This is an optimization exercise on Yosys and OpenROAD, whose aim is small area, a short achievable clock period and few clock cycles per item, not a production implementation. For this run, only the layout was checked, not whether the RTL still works. Power figures rest on the tool's default switching activity, not on a simulated workload.

[design.v]
`timescale 1ns / 1ps
package mjtm_pkg;
  localparam int TAG_W      = 7;
  localparam int CHIP_W     = 8;
  localparam int INTERVAL_W = 9;
  localparam int KIND_W     = 3;
  localparam int STATUS_W   = 3;
  localparam int PADDR_W    = 3;
  localparam logic [INTERVAL_W-1:0] INTERVAL_RESET = 9'd128;
  localparam logic [STATUS_W-1:0] ST_ISSUED      = 3'd0;
  localparam logic [STATUS_W-1:0] ST_REG         = 3'd1;
  localparam logic [STATUS_W-1:0] ST_NONCE       = 3'd2;
  localparam logic [STATUS_W-1:0] ST_UNKNOWN_REG = 3'd3;
  localparam logic [STATUS_W-1:0] ST_STALE       = 3'd4;
endpackage
`timescale 1ns / 1ps
module mjtm_front (
  input  logic [3:0]  t,
  input  logic [15:0] soh,
  output logic [3:0]  q,
  output logic [3:0]  r
);
  localparam logic [255:0] QM0 = 256'h8000c000e000f000f800fc00fe00ff003f800fc083e0f0f08e38ccccaaaaffff;
  localparam logic [255:0] QM1 = 256'h00000000000000000000000000000000c000f000fc00ff000fc0f0f0ccccffff;
  localparam logic [255:0] QM2 = 256'h000000000000000000000000000000000000000000000000f000ff00f0f0ffff;
  localparam logic [255:0] QM3 = 256'h00000000000000000000000000000000000000000000000000000000ff00ffff;
  localparam logic [255:0] RM0 = 256'h2aaaaaaa4aaaaaaa52aaaaaa54aaaaaa952aaaaa294aaaaa2492aaaa0000aaaa;
  localparam logic [255:0] RM1 = 256'h4ccc0ccc8ccccccc64cc30cc98cccccc264cc30c318ccccc492400000000cccc;
  localparam logic [255:0] RM2 = 256'h70f030f010f000f080f0c0f0e0f0f0f038700c3042100000000000000000f0f0;
  localparam logic [255:0] RM3 = 256'h7f003f001f000f0007000300010000000000000000000000000000000000ff00;
  always_comb begin
    for (int b = 0; b < 4; b++) begin
      q[b] = 1'b0;
      r[b] = 1'b0;
    end
    for (int s = 0; s < 16; s++) begin
      q[0] = q[0] | (soh[s] & QM0[16 * s + t]);
      q[1] = q[1] | (soh[s] & QM1[16 * s + t]);
      q[2] = q[2] | (soh[s] & QM2[16 * s + t]);
      q[3] = q[3] | (soh[s] & QM3[16 * s + t]);
      r[0] = r[0] | (soh[s] & RM0[16 * s + t]);
      r[1] = r[1] | (soh[s] & RM1[16 * s + t]);
      r[2] = r[2] | (soh[s] & RM2[16 * s + t]);
      r[3] = r[3] | (soh[s] & RM3[16 * s + t]);
    end
    if (soh == 16'd0) begin
      r = t;
    end
  end
endmodule
`timescale 1ns / 1ps
module mjtm_queue (
  input  logic [7:0] s,
  output logic [7:0] mul3,
  output logic [7:0] mul5,
  output logic [7:0] mul7,
  output logic [7:0] mul9,
  output logic [7:0] mul11,
  output logic [7:0] mul13,
  output logic [7:0] mul15
);
  always_comb begin
    case (s[6:0])
      7'h00: mul3 = 8'h00;
      7'h01: mul3 = 8'h03;
      7'h02: mul3 = 8'h06;
      7'h03: mul3 = 8'h09;
      7'h04: mul3 = 8'h0c;
      7'h05: mul3 = 8'h0f;
      7'h06: mul3 = 8'h12;
      7'h07: mul3 = 8'h15;
      7'h08: mul3 = 8'h18;
      7'h09: mul3 = 8'h1b;
      7'h0a: mul3 = 8'h1e;
      7'h0b: mul3 = 8'h21;
      7'h0c: mul3 = 8'h24;
      7'h0d: mul3 = 8'h27;
      7'h0e: mul3 = 8'h2a;
      7'h0f: mul3 = 8'h2d;
      7'h10: mul3 = 8'h30;
      7'h11: mul3 = 8'h33;
      7'h12: mul3 = 8'h36;
      7'h13: mul3 = 8'h39;
      7'h14: mul3 = 8'h3c;
      7'h15: mul3 = 8'h3f;
      7'h16: mul3 = 8'h42;
      7'h17: mul3 = 8'h45;
      7'h18: mul3 = 8'h48;
      7'h19: mul3 = 8'h4b;
      7'h1a: mul3 = 8'h4e;
      7'h1b: mul3 = 8'h51;
      7'h1c: mul3 = 8'h54;
      7'h1d: mul3 = 8'h57;
      7'h1e: mul3 = 8'h5a;
      7'h1f: mul3 = 8'h5d;
      7'h20: mul3 = 8'h60;
      7'h21: mul3 = 8'h63;
      7'h22: mul3 = 8'h66;
      7'h23: mul3 = 8'h69;
      7'h24: mul3 = 8'h6c;
      7'h25: mul3 = 8'h6f;
      7'h26: mul3 = 8'h72;
      7'h27: mul3 = 8'h75;
      7'h28: mul3 = 8'h78;
      7'h29: mul3 = 8'h7b;
      7'h2a: mul3 = 8'h7e;
      7'h2b: mul3 = 8'h81;
      7'h2c: mul3 = 8'h84;
      7'h2d: mul3 = 8'h87;
      7'h2e: mul3 = 8'h8a;
      7'h2f: mul3 = 8'h8d;
      7'h30: mul3 = 8'h90;
      7'h31: mul3 = 8'h93;
      7'h32: mul3 = 8'h96;
      7'h33: mul3 = 8'h99;
      7'h34: mul3 = 8'h9c;
      7'h35: mul3 = 8'h9f;
      7'h36: mul3 = 8'ha2;
      7'h37: mul3 = 8'ha5;
      7'h38: mul3 = 8'ha8;
      7'h39: mul3 = 8'hab;
      7'h3a: mul3 = 8'hae;
      7'h3b: mul3 = 8'hb1;
      7'h3c: mul3 = 8'hb4;
      7'h3d: mul3 = 8'hb7;
      7'h3e: mul3 = 8'hba;
      7'h3f: mul3 = 8'hbd;
      7'h40: mul3 = 8'hc0;
      7'h41: mul3 = 8'hc3;
      7'h42: mul3 = 8'hc6;
      7'h43: mul3 = 8'hc9;
      7'h44: mul3 = 8'hcc;
      7'h45: mul3 = 8'hcf;
      7'h46: mul3 = 8'hd2;
      7'h47: mul3 = 8'hd5;
      7'h48: mul3 = 8'hd8;
      7'h49: mul3 = 8'hdb;
      7'h4a: mul3 = 8'hde;
      7'h4b: mul3 = 8'he1;
      7'h4c: mul3 = 8'he4;
      7'h4d: mul3 = 8'he7;
      7'h4e: mul3 = 8'hea;
      7'h4f: mul3 = 8'hed;
      7'h50: mul3 = 8'hf0;
      7'h51: mul3 = 8'hf3;
      7'h52: mul3 = 8'hf6;
      7'h53: mul3 = 8'hf9;
      7'h54: mul3 = 8'hfc;
      7'h55: mul3 = 8'hff;
      7'h56: mul3 = 8'h00;
      7'h57: mul3 = 8'h00;
      7'h58: mul3 = 8'h00;
      7'h59: mul3 = 8'h00;
      7'h5a: mul3 = 8'h00;
      7'h5b: mul3 = 8'h00;
      7'h5c: mul3 = 8'h00;
      7'h5d: mul3 = 8'h00;
      7'h5e: mul3 = 8'h00;
      7'h5f: mul3 = 8'h00;
      7'h60: mul3 = 8'h00;
      7'h61: mul3 = 8'h00;
      7'h62: mul3 = 8'h00;
      7'h63: mul3 = 8'h00;
      7'h64: mul3 = 8'h00;
      7'h65: mul3 = 8'h00;
      7'h66: mul3 = 8'h00;
      7'h67: mul3 = 8'h00;
      7'h68: mul3 = 8'h00;
      7'h69: mul3 = 8'h00;
      7'h6a: mul3 = 8'h00;
      7'h6b: mul3 = 8'h00;
      7'h6c: mul3 = 8'h00;
      7'h6d: mul3 = 8'h00;
      7'h6e: mul3 = 8'h00;
      7'h6f: mul3 = 8'h00;
      7'h70: mul3 = 8'h00;
      7'h71: mul3 = 8'h00;
      7'h72: mul3 = 8'h00;
      7'h73: mul3 = 8'h00;
      7'h74: mul3 = 8'h00;
      7'h75: mul3 = 8'h00;
      7'h76: mul3 = 8'h00;
      7'h77: mul3 = 8'h00;
      7'h78: mul3 = 8'h00;
      7'h79: mul3 = 8'h00;
      7'h7a: mul3 = 8'h00;
      7'h7b: mul3 = 8'h00;
      7'h7c: mul3 = 8'h00;
      7'h7d: mul3 = 8'h00;
      7'h7e: mul3 = 8'h00;
      7'h7f: mul3 = 8'h00;
      default: mul3 = '0;
    endcase
  end
  always_comb begin
    case (s[5:0])
      6'h00: mul5 = 8'h00;
      6'h01: mul5 = 8'h05;
      6'h02: mul5 = 8'h0a;
      6'h03: mul5 = 8'h0f;
      6'h04: mul5 = 8'h14;
      6'h05: mul5 = 8'h19;
      6'h06: mul5 = 8'h1e;
      6'h07: mul5 = 8'h23;
      6'h08: mul5 = 8'h28;
      6'h09: mul5 = 8'h2d;
      6'h0a: mul5 = 8'h32;
      6'h0b: mul5 = 8'h37;
      6'h0c: mul5 = 8'h3c;
      6'h0d: mul5 = 8'h41;
      6'h0e: mul5 = 8'h46;
      6'h0f: mul5 = 8'h4b;
      6'h10: mul5 = 8'h50;
      6'h11: mul5 = 8'h55;
      6'h12: mul5 = 8'h5a;
      6'h13: mul5 = 8'h5f;
      6'h14: mul5 = 8'h64;
      6'h15: mul5 = 8'h69;
      6'h16: mul5 = 8'h6e;
      6'h17: mul5 = 8'h73;
      6'h18: mul5 = 8'h78;
      6'h19: mul5 = 8'h7d;
      6'h1a: mul5 = 8'h82;
      6'h1b: mul5 = 8'h87;
      6'h1c: mul5 = 8'h8c;
      6'h1d: mul5 = 8'h91;
      6'h1e: mul5 = 8'h96;
      6'h1f: mul5 = 8'h9b;
      6'h20: mul5 = 8'ha0;
      6'h21: mul5 = 8'ha5;
      6'h22: mul5 = 8'haa;
      6'h23: mul5 = 8'haf;
      6'h24: mul5 = 8'hb4;
      6'h25: mul5 = 8'hb9;
      6'h26: mul5 = 8'hbe;
      6'h27: mul5 = 8'hc3;
      6'h28: mul5 = 8'hc8;
      6'h29: mul5 = 8'hcd;
      6'h2a: mul5 = 8'hd2;
      6'h2b: mul5 = 8'hd7;
      6'h2c: mul5 = 8'hdc;
      6'h2d: mul5 = 8'he1;
      6'h2e: mul5 = 8'he6;
      6'h2f: mul5 = 8'heb;
      6'h30: mul5 = 8'hf0;
      6'h31: mul5 = 8'hf5;
      6'h32: mul5 = 8'hfa;
      6'h33: mul5 = 8'hff;
      6'h34: mul5 = 8'h00;
      6'h35: mul5 = 8'h00;
      6'h36: mul5 = 8'h00;
      6'h37: mul5 = 8'h00;
      6'h38: mul5 = 8'h00;
      6'h39: mul5 = 8'h00;
      6'h3a: mul5 = 8'h00;
      6'h3b: mul5 = 8'h00;
      6'h3c: mul5 = 8'h00;
      6'h3d: mul5 = 8'h00;
      6'h3e: mul5 = 8'h00;
      6'h3f: mul5 = 8'h00;
      default: mul5 = '0;
    endcase
  end
  always_comb begin
    case (s[5:0])
      6'h00: mul7 = 8'h00;
      6'h01: mul7 = 8'h07;
      6'h02: mul7 = 8'h0e;
      6'h03: mul7 = 8'h15;
      6'h04: mul7 = 8'h1c;
      6'h05: mul7 = 8'h23;
      6'h06: mul7 = 8'h2a;
      6'h07: mul7 = 8'h31;
      6'h08: mul7 = 8'h38;
      6'h09: mul7 = 8'h3f;
      6'h0a: mul7 = 8'h46;
      6'h0b: mul7 = 8'h4d;
      6'h0c: mul7 = 8'h54;
      6'h0d: mul7 = 8'h5b;
      6'h0e: mul7 = 8'h62;
      6'h0f: mul7 = 8'h69;
      6'h10: mul7 = 8'h70;
      6'h11: mul7 = 8'h77;
      6'h12: mul7 = 8'h7e;
      6'h13: mul7 = 8'h85;
      6'h14: mul7 = 8'h8c;
      6'h15: mul7 = 8'h93;
      6'h16: mul7 = 8'h9a;
      6'h17: mul7 = 8'ha1;
      6'h18: mul7 = 8'ha8;
      6'h19: mul7 = 8'haf;
      6'h1a: mul7 = 8'hb6;
      6'h1b: mul7 = 8'hbd;
      6'h1c: mul7 = 8'hc4;
      6'h1d: mul7 = 8'hcb;
      6'h1e: mul7 = 8'hd2;
      6'h1f: mul7 = 8'hd9;
      6'h20: mul7 = 8'he0;
      6'h21: mul7 = 8'he7;
      6'h22: mul7 = 8'hee;
      6'h23: mul7 = 8'hf5;
      6'h24: mul7 = 8'hfc;
      6'h25: mul7 = 8'h00;
      6'h26: mul7 = 8'h00;
      6'h27: mul7 = 8'h00;
      6'h28: mul7 = 8'h00;
      6'h29: mul7 = 8'h00;
      6'h2a: mul7 = 8'h00;
      6'h2b: mul7 = 8'h00;
      6'h2c: mul7 = 8'h00;
      6'h2d: mul7 = 8'h00;
      6'h2e: mul7 = 8'h00;
      6'h2f: mul7 = 8'h00;
      6'h30: mul7 = 8'h00;
      6'h31: mul7 = 8'h00;
      6'h32: mul7 = 8'h00;
      6'h33: mul7 = 8'h00;
      6'h34: mul7 = 8'h00;
      6'h35: mul7 = 8'h00;
      6'h36: mul7 = 8'h00;
      6'h37: mul7 = 8'h00;
      6'h38: mul7 = 8'h00;
      6'h39: mul7 = 8'h00;
      6'h3a: mul7 = 8'h00;
      6'h3b: mul7 = 8'h00;
      6'h3c: mul7 = 8'h00;
      6'h3d: mul7 = 8'h00;
      6'h3e: mul7 = 8'h00;
      6'h3f: mul7 = 8'h00;
      default: mul7 = '0;
    endcase
  end
  always_comb begin
    case (s[4:0])
      5'h00: mul9 = 8'h00;
      5'h01: mul9 = 8'h09;
      5'h02: mul9 = 8'h12;
      5'h03: mul9 = 8'h1b;
      5'h04: mul9 = 8'h24;
      5'h05: mul9 = 8'h2d;
      5'h06: mul9 = 8'h36;
      5'h07: mul9 = 8'h3f;
      5'h08: mul9 = 8'h48;
      5'h09: mul9 = 8'h51;
      5'h0a: mul9 = 8'h5a;
      5'h0b: mul9 = 8'h63;
      5'h0c: mul9 = 8'h6c;
      5'h0d: mul9 = 8'h75;
      5'h0e: mul9 = 8'h7e;
      5'h0f: mul9 = 8'h87;
      5'h10: mul9 = 8'h90;
      5'h11: mul9 = 8'h99;
      5'h12: mul9 = 8'ha2;
      5'h13: mul9 = 8'hab;
      5'h14: mul9 = 8'hb4;
      5'h15: mul9 = 8'hbd;
      5'h16: mul9 = 8'hc6;
      5'h17: mul9 = 8'hcf;
      5'h18: mul9 = 8'hd8;
      5'h19: mul9 = 8'he1;
      5'h1a: mul9 = 8'hea;
      5'h1b: mul9 = 8'hf3;
      5'h1c: mul9 = 8'hfc;
      5'h1d: mul9 = 8'h00;
      5'h1e: mul9 = 8'h00;
      5'h1f: mul9 = 8'h00;
      default: mul9 = '0;
    endcase
  end
  always_comb begin
    case (s[4:0])
      5'h00: mul11 = 8'h00;
      5'h01: mul11 = 8'h0b;
      5'h02: mul11 = 8'h16;
      5'h03: mul11 = 8'h21;
      5'h04: mul11 = 8'h2c;
      5'h05: mul11 = 8'h37;
      5'h06: mul11 = 8'h42;
      5'h07: mul11 = 8'h4d;
      5'h08: mul11 = 8'h58;
      5'h09: mul11 = 8'h63;
      5'h0a: mul11 = 8'h6e;
      5'h0b: mul11 = 8'h79;
      5'h0c: mul11 = 8'h84;
      5'h0d: mul11 = 8'h8f;
      5'h0e: mul11 = 8'h9a;
      5'h0f: mul11 = 8'ha5;
      5'h10: mul11 = 8'hb0;
      5'h11: mul11 = 8'hbb;
      5'h12: mul11 = 8'hc6;
      5'h13: mul11 = 8'hd1;
      5'h14: mul11 = 8'hdc;
      5'h15: mul11 = 8'he7;
      5'h16: mul11 = 8'hf2;
      5'h17: mul11 = 8'hfd;
      5'h18: mul11 = 8'h00;
      5'h19: mul11 = 8'h00;
      5'h1a: mul11 = 8'h00;
      5'h1b: mul11 = 8'h00;
      5'h1c: mul11 = 8'h00;
      5'h1d: mul11 = 8'h00;
      5'h1e: mul11 = 8'h00;
      5'h1f: mul11 = 8'h00;
      default: mul11 = '0;
    endcase
  end
  always_comb begin
    case (s[4:0])
      5'h00: mul13 = 8'h00;
      5'h01: mul13 = 8'h0d;
      5'h02: mul13 = 8'h1a;
      5'h03: mul13 = 8'h27;
      5'h04: mul13 = 8'h34;
      5'h05: mul13 = 8'h41;
      5'h06: mul13 = 8'h4e;
      5'h07: mul13 = 8'h5b;
      5'h08: mul13 = 8'h68;
      5'h09: mul13 = 8'h75;
      5'h0a: mul13 = 8'h82;
      5'h0b: mul13 = 8'h8f;
      5'h0c: mul13 = 8'h9c;
      5'h0d: mul13 = 8'ha9;
      5'h0e: mul13 = 8'hb6;
      5'h0f: mul13 = 8'hc3;
      5'h10: mul13 = 8'hd0;
      5'h11: mul13 = 8'hdd;
      5'h12: mul13 = 8'hea;
      5'h13: mul13 = 8'hf7;
      5'h14: mul13 = 8'h00;
      5'h15: mul13 = 8'h00;
      5'h16: mul13 = 8'h00;
      5'h17: mul13 = 8'h00;
      5'h18: mul13 = 8'h00;
      5'h19: mul13 = 8'h00;
      5'h1a: mul13 = 8'h00;
      5'h1b: mul13 = 8'h00;
      5'h1c: mul13 = 8'h00;
      5'h1d: mul13 = 8'h00;
      5'h1e: mul13 = 8'h00;
      5'h1f: mul13 = 8'h00;
      default: mul13 = '0;
    endcase
  end
  always_comb begin
    case (s[4:0])
      5'h00: mul15 = 8'h00;
      5'h01: mul15 = 8'h0f;
      5'h02: mul15 = 8'h1e;
      5'h03: mul15 = 8'h2d;
      5'h04: mul15 = 8'h3c;
      5'h05: mul15 = 8'h4b;
      5'h06: mul15 = 8'h5a;
      5'h07: mul15 = 8'h69;
      5'h08: mul15 = 8'h78;
      5'h09: mul15 = 8'h87;
      5'h0a: mul15 = 8'h96;
      5'h0b: mul15 = 8'ha5;
      5'h0c: mul15 = 8'hb4;
      5'h0d: mul15 = 8'hc3;
      5'h0e: mul15 = 8'hd2;
      5'h0f: mul15 = 8'he1;
      5'h10: mul15 = 8'hf0;
      5'h11: mul15 = 8'hff;
      5'h12: mul15 = 8'h00;
      5'h13: mul15 = 8'h00;
      5'h14: mul15 = 8'h00;
      5'h15: mul15 = 8'h00;
      5'h16: mul15 = 8'h00;
      5'h17: mul15 = 8'h00;
      5'h18: mul15 = 8'h00;
      5'h19: mul15 = 8'h00;
      5'h1a: mul15 = 8'h00;
      5'h1b: mul15 = 8'h00;
      5'h1c: mul15 = 8'h00;
      5'h1d: mul15 = 8'h00;
      5'h1e: mul15 = 8'h00;
      5'h1f: mul15 = 8'h00;
      default: mul15 = '0;
    endcase
  end
endmodule
`timescale 1ns / 1ps
module mining_job_tag_result_matcher_core #(
  parameter int JOB_SLOTS = 128
) (
  input  logic                              clk,
  input  logic                              rst,
  input  logic                              in_valid,
  output logic                              in_ready,
  input  logic                              action,
  input  logic [31:0]                       job_version,
  input  logic                              nonce_resp,
  input  logic [31:0]                       frame_word,
  input  logic [7:0]                        frame_addr_byte,
  input  logic [7:0]                        frame_tag_byte,
  input  logic [15:0]                       frame_version,
  output logic                              out_valid,
  input  logic                              out_ready,
  output logic [mjtm_pkg::STATUS_W-1:0]     status,
  output logic [mjtm_pkg::TAG_W-1:0]        tag,
  output logic [mjtm_pkg::CHIP_W-1:0]       chip_index,
  output logic [mjtm_pkg::KIND_W-1:0]       register_kind,
  output logic [31:0]                       data_word,
  output logic [31:0]                       full_version,
  input  logic                              psel,
  input  logic                              penable,
  input  logic                              pwrite,
  input  logic [mjtm_pkg::PADDR_W-1:0]      paddr,
  input  logic [31:0]                       pwdata,
  output logic [31:0]                       prdata,
  output logic                              pready
);
  logic [8:0]  spacing;
  logic [8:0]  spacing_n;     
  logic        sp_wr;
  assign pready = 1'b1;
  assign sp_wr  = psel && penable && pwrite && !paddr[2];
  always_ff @(posedge clk) begin
    if (rst) begin
      spacing   <= mjtm_pkg::INTERVAL_RESET;
      spacing_n <= ~mjtm_pkg::INTERVAL_RESET;
    end else if (sp_wr) begin
      spacing   <= pwdata[8:0];
      spacing_n <= ~pwdata[8:0];
    end
  end
  assign prdata = paddr[2] ? 32'd0 : {23'd0, ~spacing_n};
  logic [8:0]  sf;            
  logic [7:0]  mul3, mul5, mul7, mul9, mul11, mul13, mul15;
  logic [7:0]  t_mul3, t_mul5, t_mul7, t_mul9, t_mul11, t_mul13, t_mul15;
  logic [15:1] mbig;          
  logic [15:0] soh;           
  logic        sp_hold;       
  mjtm_queue u_mul (
    .s     (spacing[7:0]),
    .mul3  (t_mul3),
    .mul5  (t_mul5),
    .mul7  (t_mul7),
    .mul9  (t_mul9),
    .mul11 (t_mul11),
    .mul13 (t_mul13),
    .mul15 (t_mul15)
  );
  always_ff @(posedge clk) begin
    sf    <= spacing;
    mul3  <= t_mul3;
    mul5  <= t_mul5;
    mul7  <= t_mul7;
    mul9  <= t_mul9;
    mul11 <= t_mul11;
    mul13 <= t_mul13;
    mul15 <= t_mul15;
    for (int m = 1; m < 16; m++) begin
      mbig[m] <= spacing >= 9'((256 + m - 1) / m);
    end
    for (int i = 0; i < 16; i++) begin
      soh[i] <= (spacing == 9'(i));
    end
    sp_hold <= rst || sp_wr;
  end
  logic [7:0] mval [16];
  always_comb begin
    mval[0]  = 8'd0;
    mval[1]  = sf[7:0];
    mval[2]  = {sf[6:0], 1'b0};
    mval[3]  = mul3;
    mval[4]  = {sf[5:0], 2'b00};
    mval[5]  = mul5;
    mval[6]  = {mul3[6:0], 1'b0};
    mval[7]  = mul7;
    mval[8]  = {sf[4:0], 3'b000};
    mval[9]  = mul9;
    mval[10] = {mul5[6:0], 1'b0};
    mval[11] = mul11;
    mval[12] = {mul3[5:0], 2'b00};
    mval[13] = mul13;
    mval[14] = {mul7[6:0], 1'b0};
    mval[15] = mul15;
  end
  logic adv;
  logic acc;
  logic v1;
  logic out_valid_n;          
  assign adv      = !out_valid || out_ready;
  assign in_ready = (out_valid_n || out_ready) && !sp_hold;
  assign acc      = in_valid && in_ready;
  always_ff @(posedge clk) begin
    if (rst) begin
      v1          <= 1'b0;
      out_valid   <= 1'b0;
      out_valid_n <= 1'b1;
    end else if (adv) begin
      v1          <= acc;
      out_valid   <= v1;
      out_valid_n <= !v1;
    end
  end
  logic [3:0]  next_slot;
  logic [3:0]  issue_slot;
  logic [15:0] slot_valid;
  logic        a_issue;       
  logic        a_nonce;       
  logic        a_reg;         
  logic [3:0]  a_tag;
  logic        a_k8x;         
  logic [7:0]  a_dvd;
  logic        a_hit;
  assign issue_slot = next_slot + 4'd3;
  assign a_hit      = slot_valid[frame_tag_byte[7:4]];
  assign a_issue    = !action;
  assign a_nonce    = action && nonce_resp;
  assign a_tag      = action ? frame_tag_byte[7:4] : issue_slot;
  assign a_dvd      = nonce_resp ? frame_word[24:17] : frame_addr_byte;
  assign a_k8x = (frame_tag_byte >= 8'h88) && (frame_tag_byte <= 8'h8C);
  assign a_reg = action && !nonce_resp && ((frame_tag_byte == 8'h4C) || a_k8x);
  always_ff @(posedge clk) begin
    if (rst) begin
      next_slot  <= '0;
      slot_valid <= '0;
    end else if (acc && !action) begin
      next_slot              <= issue_slot;
      slot_valid[issue_slot] <= 1'b1;
    end
  end
  logic [3:0] a_qh;
  logic [3:0] a_rh;
  mjtm_front u_front (
    .t   (a_dvd[7:4]),
    .soh (soh),
    .q (a_qh),
    .r (a_rh)
  );
  logic [15:1] a_loge;
  always_comb begin
    for (int m = 1; m < 16; m++) begin
      a_loge[m] = a_dvd[3:0] >= mval[m][3:0];
    end
  end
  logic        s1_issue;
  logic        s1_nonce;
  logic        s1_reg;
  logic        s1_hit;
  logic [15:0] s1_sel;        
  logic [15:0] s1_sel_n;      
  logic        s1_k8x;
  logic [2:0]  s1_kraw;       
  logic [31:0] s1_word;       
  logic [15:0] s1_fver;
  logic [3:0]  s1_qh;
  logic [3:0]  s1_rh;
  logic [15:1] s1_loge;
  always_ff @(posedge clk) begin
    if (adv) begin
      s1_issue <= a_issue;
      s1_nonce <= a_nonce;
      s1_reg   <= a_reg;
      s1_hit   <= a_hit;
      for (int i = 0; i < 16; i++) begin
        s1_sel[i]   <= (a_issue || a_nonce) && (a_tag == 4'(i));
        s1_sel_n[i] <= !((a_issue || a_nonce) && (a_tag == 4'(i)));
      end
      s1_k8x   <= a_k8x;
      s1_kraw  <= frame_tag_byte[2:0];
      s1_word  <= action ? frame_word : job_version;
      s1_fver  <= frame_version;
      s1_qh    <= a_qh;
      s1_rh    <= a_rh;
      s1_loge  <= a_loge;
    end
  end
  logic s1_nhit;              
  logic s1_div;               
  assign s1_nhit = s1_nonce && s1_hit;
  assign s1_div  = s1_reg || s1_nhit;
  logic [15:1] b_ge;
  always_comb begin
    for (int m = 1; m < 16; m++) begin
      b_ge[m] = s1_div && !mbig[m] &&
                ((s1_rh > mval[m][7:4]) || ((s1_rh == mval[m][7:4]) && s1_loge[m]));
    end
  end
  logic [3:0] b_ql;
  assign b_ql[3] = b_ge[8];
  assign b_ql[2] = (b_ge[4] & !b_ge[8]) | b_ge[12];
  assign b_ql[1] = (b_ge[2] & !b_ge[4]) | (b_ge[6] & !b_ge[8]) |
                   (b_ge[10] & !b_ge[12]) | b_ge[14];
  assign b_ql[0] = (b_ge[1] & !b_ge[2]) | (b_ge[3] & !b_ge[4]) |
                   (b_ge[5] & !b_ge[6]) | (b_ge[7] & !b_ge[8]) |
                   (b_ge[9] & !b_ge[10]) | (b_ge[11] & !b_ge[12]) |
                   (b_ge[13] & !b_ge[14]) | b_ge[15];
  logic        s2_issue;
  logic        s2_nonce;
  logic        s2_reg;
  logic        s2_nhit;
  logic        s2_div;
  logic [15:0] s2_sel;        
  logic [2:0]  s2_kind;
  logic [31:0] s2_word;
  logic [15:0] s2_fver;
  logic [3:0]  s2_qh;
  logic [3:0]  s2_ql;
  always_comb begin
    s2_issue = s1_issue;
    s2_nonce = s1_nonce;
    s2_reg   = s1_reg;
    s2_nhit  = s1_nhit;
    s2_div   = s1_div;
    s2_sel   = s1_sel;
    s2_kind  = (s1_reg && s1_k8x) ? s1_kraw + 3'd1 : 3'd0;
    s2_word  = s1_word;
    s2_fver  = s1_fver;
    s2_qh    = s1_div ? s1_qh : 4'd0;
    s2_ql    = b_ql;
  end
  logic [2:0] s2_status;
  always_comb begin
    if (s2_issue) begin
      s2_status = mjtm_pkg::ST_ISSUED;
    end else if (s2_reg) begin
      s2_status = mjtm_pkg::ST_REG;
    end else if (s2_nhit) begin
      s2_status = mjtm_pkg::ST_NONCE;
    end else if (s2_nonce) begin
      s2_status = mjtm_pkg::ST_STALE;
    end else begin
      s2_status = mjtm_pkg::ST_UNKNOWN_REG;
    end
  end
  logic [31:0] version_mem [16];
  logic [31:0] s2_rd;
  logic [3:0]  s2_tag;
  always_comb begin
    s2_rd  = '0;
    s2_tag = '0;
    for (int i = 0; i < 16; i++) begin
      s2_rd[15:0]  = s2_rd[15:0] | ({16{s2_sel[i]}} & version_mem[i][15:0]);
      s2_rd[31:16] = s2_rd[31:16] | ({16{!s1_sel_n[i]}} & version_mem[i][31:16]);
      s2_tag = s2_tag | ({4{s2_sel[i]}} & 4'(i));
    end
  end
  always_ff @(posedge clk) begin
    for (int i = 0; i < 16; i++) begin
      if (v1 && s2_issue && s2_sel[i]) begin
        version_mem[i] <= s2_word;
      end
    end
  end
  always_ff @(posedge clk) begin
    if (adv) begin
      status        <= s2_status;
      tag           <= {s2_tag, 3'b000};
      register_kind <= s2_kind;
      chip_index    <= {s2_qh, s2_ql};
      data_word     <= s2_div ? s2_word : 32'd0;
      full_version  <= s2_nhit ? (s2_rd | {3'b000, s2_fver, 13'b0}) : 32'd0;
    end
  end
endmodule
[flow/run.sh]
#!/bin/bash
# Standard synthesis, then the standard layout with port buffers of
# sky130_fd_sc_hd__buf_2 and no dummy loads in the clock tree.
set -euo pipefail
bash standard.sh synth > synth.log 2>&1
bash standard.sh \
  "BUFFER_PORTS_ARGS=-buffer_cell sky130_fd_sc_hd__buf_2" \
  "CTS_ARGS=-sink_clustering_enable -repair_clock_nets -dont_use_dummy_load -sink_clustering_size 30 -sink_clustering_max_diameter 100" \
  finish > layout.log 2>&1
[standard.sh]
#!/bin/bash
# synth_recipe.tcl (not shown) runs the flow's synth.tcl, then flattens the netlist and writes it again
# the make line also repeats each setting of config.mk as NAME=value (left out here)
make -C /OpenROAD-flow-scripts/flow DESIGN_CONFIG=/design/flow/config.mk WORK_HOME=/design/flow/orfs CLKGATE_MAP_FILE= SYNTH_SCRIPT=/design/flow/synth_recipe.tcl "${@:-finish}"
[config.mk]
export PLATFORM = sky130hd
export DESIGN_NAME = mining_job_tag_result_matcher_core
export DESIGN_NICKNAME = mining_job_tag_result_matcher_core
export VERILOG_FILES = /design/flow/design.v
export SDC_FILE = /design/flow/constraint.sdc
export NUM_CORES = 4
export LEC_CHECK = 0
export ABC_CLOCK_PERIOD_IN_PS = 2000
export CAP_MARGIN = 20
export CORE_MARGIN = 2
export CORE_UTILIZATION = 65
export CTS_CLUSTER_DIAMETER = 100
export CTS_CLUSTER_SIZE = 30
export SETUP_SLACK_MARGIN = 1.95
export SLEW_MARGIN = 20
export TNS_END_PERCENT = 20
[constraint.sdc]
create_clock -name core_clock -period 4.0 [get_ports {clk}]
set_input_delay 0.8000 -clock core_clock [delete_from_list [all_inputs] [get_ports {clk}]]
set_output_delay 0.8000 -clock core_clock [all_outputs]
set_load 0.01 [all_outputs]
==> summary.md <==
| Metric | Value |
|---|---|
| Ys async rst share | 0% |
| Comb power frac | 9.4% |
| Fmax | 432 MHz |
| Fin cells | 3416 |
| Post-layout utilization of the core | approximately 74% |
| Post-Syn Area per Cell | ~14 um^2 |
| Reg clk slew, reported paths | approximately 0.11 ns |
| Switch share | 22.6% |
| Routed vias | 22459 |
| FF-to-FF Start | s1_rh[0] |
| Total Routing Usage GR | approximately a third |
| Io pins | 260 |
| Hold Fails Final Rpt | 0 |
| Final global-route overflow total | 0 |
| H-tree depth | 2 |
| Largest register FFs | between 500 and 600 |
| Initial core utilization | between 60% and 70% |
| FF+latch area | roughly 0.024 mm^2 |
| Critical Path Start | s1_rh[0] |
| Initial antenna violation count | 1 |
| Unrepaired setup endpoints after global routing | yes |
| Startpoint Class | flop |
| Starting DRT DRC Count | 2595 |
| Dpl hpwl | 54200 um |
| Arr. time, crit path | 2.61 ns |
| Rows | 84 |
| Synth Area in Compound Gates | a little over an eighth |
| Max_cap viols | 0 |
| Post-Synth Simple-Gate Area | roughly 7% |
| Sw power | 3.48 mW |
| CTS Sinks | ~840 |
| Synthesis-to-layout area growth | 12.3% |
| Total power draw | about 15 mW |
| Cell leakage power | 14.1 nW |
| Number of CTS-inserted buffers | 34 |
| Mux share of post-synthesis cell area | 2.14% |
| Xor/xnor share of the synthesized area | 0.429% |
| Antenna-violating nets left | 0 |
| Synth Register Bits | around 840 |
| Port Buf Inserts | around 210 |
| CP required | around 4.3 ns |
| Global-route wire length before repair | approximately 130000 um |
| Adder-cell share of the synthesized area | 5.19% |
| # fillers | 3392 |
| R2r setup slk | 1.69 ns |
| Largest cells by area after synthesis | edfxtp_1, dfxtp_1, ha_1 |
| Worst Path Class, Setup | flop to flop |
| Worst slew pin tran | 1.03 ns |
| Outcome | timing/DRC/antenna clean |
| Multi-input logic area | around 0.010 mm^2 |
| CORE AREA | ~0.053 mm^2 |
| Hold endpoint | s1_fver[2] |
| Final-stage net count | about 3000 |
| Main synth FF type | edfxtp_1 |
| Main combinational cell family by area after synthesis | compound AO/OA/AOI/OAI gates |
| ANT cells | 0 |
| Biggest register | version_mem |
| Skew-Pair Late Insertion Delay | 0.59 ns |
| Top cells by count, synth | edfxtp_1, ha_1, nor2_1 |
| Max Slew Vio Count | 0 |
| Largest net degree at the start of global routing | approximately 60 |
| Hold_sp | frame_version[2] |
| DRC Markers | 0 |
| DR pass1 iterations | 6 |
| Routability cong. | ~0.9 |
| Cell taking the most area after synthesis | edfxtp_1 |
| Setup Total Neg Slack | 0 ns |
| Cell total after placement | 3301 |
| Drt wl/cell | around 26 um |
| Share of layout cells above drive strength 1 | 20.9% |
| Hold path depth | 1 |
| Hold crit path type | input pin to flop |
| Die height | between 200 and 250 um |
| Internal power | 11.9 mW |
| Mapped Area | 0.0347 mm^2 |
| Sequential area share after synthesis | between 60% and 70% |
| Clock power share | between 20% and 30% |
| Post-synth EDFFs | ~710 |
| Die W | 235 um |
| Crit-path max FO | 7 |
| Vias in the first global route | between 20000 and 25000 |
| CTS tree | done |
| Synth Instances | between 2000 and 2500 |
| Setup crit end kind | flop |
| Yosys cell types | slightly below 80 |
| Setup Skew | ~0.08 ns |
| Final worst-path cycle share | between 50 and 60% |
| Flop pwr share | 64.6% |
| Worst r2r path cells | 10 |
| Minimum clock period | approximately 2.3 ns |
| Setup Viol. Count Final | 0 |
| Via density | approximately 6.6 |
| Area share of the largest cell type after synthesis | 61.0% |
| Count leader, synth | edfxtp_1 |
| Die Area | approximately 0.055 mm^2 |
| Clock Tree Buf Depth | 3 |
| Hold Slack | between 0.3 and 0.4 ns |
| Worst R2R End | chip_index[0] |
| Rel. slew slack | between 30% and 40% |
| Worst VDD drop | between 0.3 and 0.4 mV |
| CTS root buf | clkbuf_16 |
| Ys Warns | 5 |
| Final Routed Wirelength | about 90000 um |
| Pwr/cell area | just under 400 mW/mm^2 |
-- worst max-delay path by stage --
stage	endpoint	slack (ns)	cells after the start
2_1_floorplan	chip_index[0]	-0.22	2
3_5_place_dp	s1_rh[1]	0.57	9
5_1_grt	chip_index[0]	1.60	10
3_3_place_gp	s1_rh[1]	0.60	9
6_report	chip_index[0]	1.69	10
4_1_cts	s1_rh[1]	1.74	9
-- layout make-up --
cell class / count / share of cell area, %
repair inverters: 1 / 0.0128
well taps: 688 / 2.21
repair buffers: 359 / 6.37
multi-input cells: 1369 / 26.6
clock buffers: 34 / 2.18
inverters: 123 / 1.35
flip-flops and latches: 842 / 61.3
-- power by group through the flow --
stage | combinational (mW) | sequential (mW) | clock (mW)
6_report | 1.45 | 9.95 | 4.00
5_1_grt | 1.57 | 9.98 | 4.31
2_1_floorplan | 0.763 | 10.1 | 0
4_1_cts | 1.34 | 9.94 | 4.04
3_5_place_dp | 1.20 | 10.2 | 0
3_3_place_gp | 1.16 | 10.1 | 0
-- worst max-delay path: stages, from the launching register on --
cell	delay, ns
edfxtp_1	0.38
clkinvlp_4	0.15
buf_12	0.17
buf_4	0.14
ha_4	0.20
nand2b_1	0.14
a21o_1	0.17
a21o_1	0.18
a21o_1	0.17
a32oi_1	0.17
nand4_1	0.17
-- through the flow --
stage	area, um^2	setup WS [ns]
2_1_floorplan	34800	-0.224
3_3_place_gp	36700	0.603
3_5_place_dp	36700	0.571
4_1_cts	38300	1.74
5_1_grt	39000	1.60
6_report	39000	1.69
-- layout by cell type (no fill, tap or decap), drive strengths merged, types with 22 or more instances in the layout --
cell / netlist / routed
a22oi: 48 / 48
nand3: 23 / 23
nand2: 131 / 131
a21o: 25 / 25
dfxtp: 137 / 137
nand2b: 46 / 46
ha: 144 / 144
nor2b: 54 / 54
conb: 2 / 27
clkbuf: 91 / 34
o21ai: 82 / 82
a31oi: 35 / 35
a22o: 106 / 106
a2111oi: 22 / 22
a221oi: 81 / 81
buf: 57 / 359
a21oi: 101 / 101
inv: 119 / 105
mux2: 38 / 38
edfxtp: 705 / 705
and3: 33 / 33
nor2: 138 / 138
-- per-layer routing --
layer  wire length, um  track usage, %
met4              2580            10.5
met3              7340            4.50
met2             45000            53.5
met5                 0               0
met1             34900            43.1
-- cell families (layout without fill, tap and decap cells) --
family	count (synthesis)	count (layout)
simple gates	500	500
buf+inv	271	517
mux	60	60
fa+ha+maj	144	144
flops	842	842
xor+xnor	17	17
other cells	2	27
compound gates	621	621
-- timing repair --
action                     CTS  global route
resized for setup           93            95
hold buffers                 0             0
gates cloned                 1             2
setup buffers               35            42
setup endpoints to repair  485           399
pin swaps                   37            26

re-timing with driven ports:
The flow's constraints put no driver on any port. The routed layout listed below was extracted and timed again, unchanged, in two steps.
Step 1, drivers: a clkbuf_16 drives clk and a buf_2 each remaining input, both assumed.
Step 2 adds t to the input delays and takes it off the output delays; t is the mean of the earliest and latest rising clock arrival at the registers after step 1. Input paths then give back, and output paths get back, about the clock's delay inside the block.
Slacks: ideal ports / drivers / drivers and shift; pairs: ideal ports / drivers.
t (ns): 0.613
setup slack, ns: 1.687 / 1.687 / 1.081
hold slack, ns: 0.382 / 0.344 / 0.465
pins driven straight from the clock port: 1
After both steps this run still meets setup and hold. The setup slack of this run moves by 0.000 ns with the drivers and by -0.606 ns with both steps.
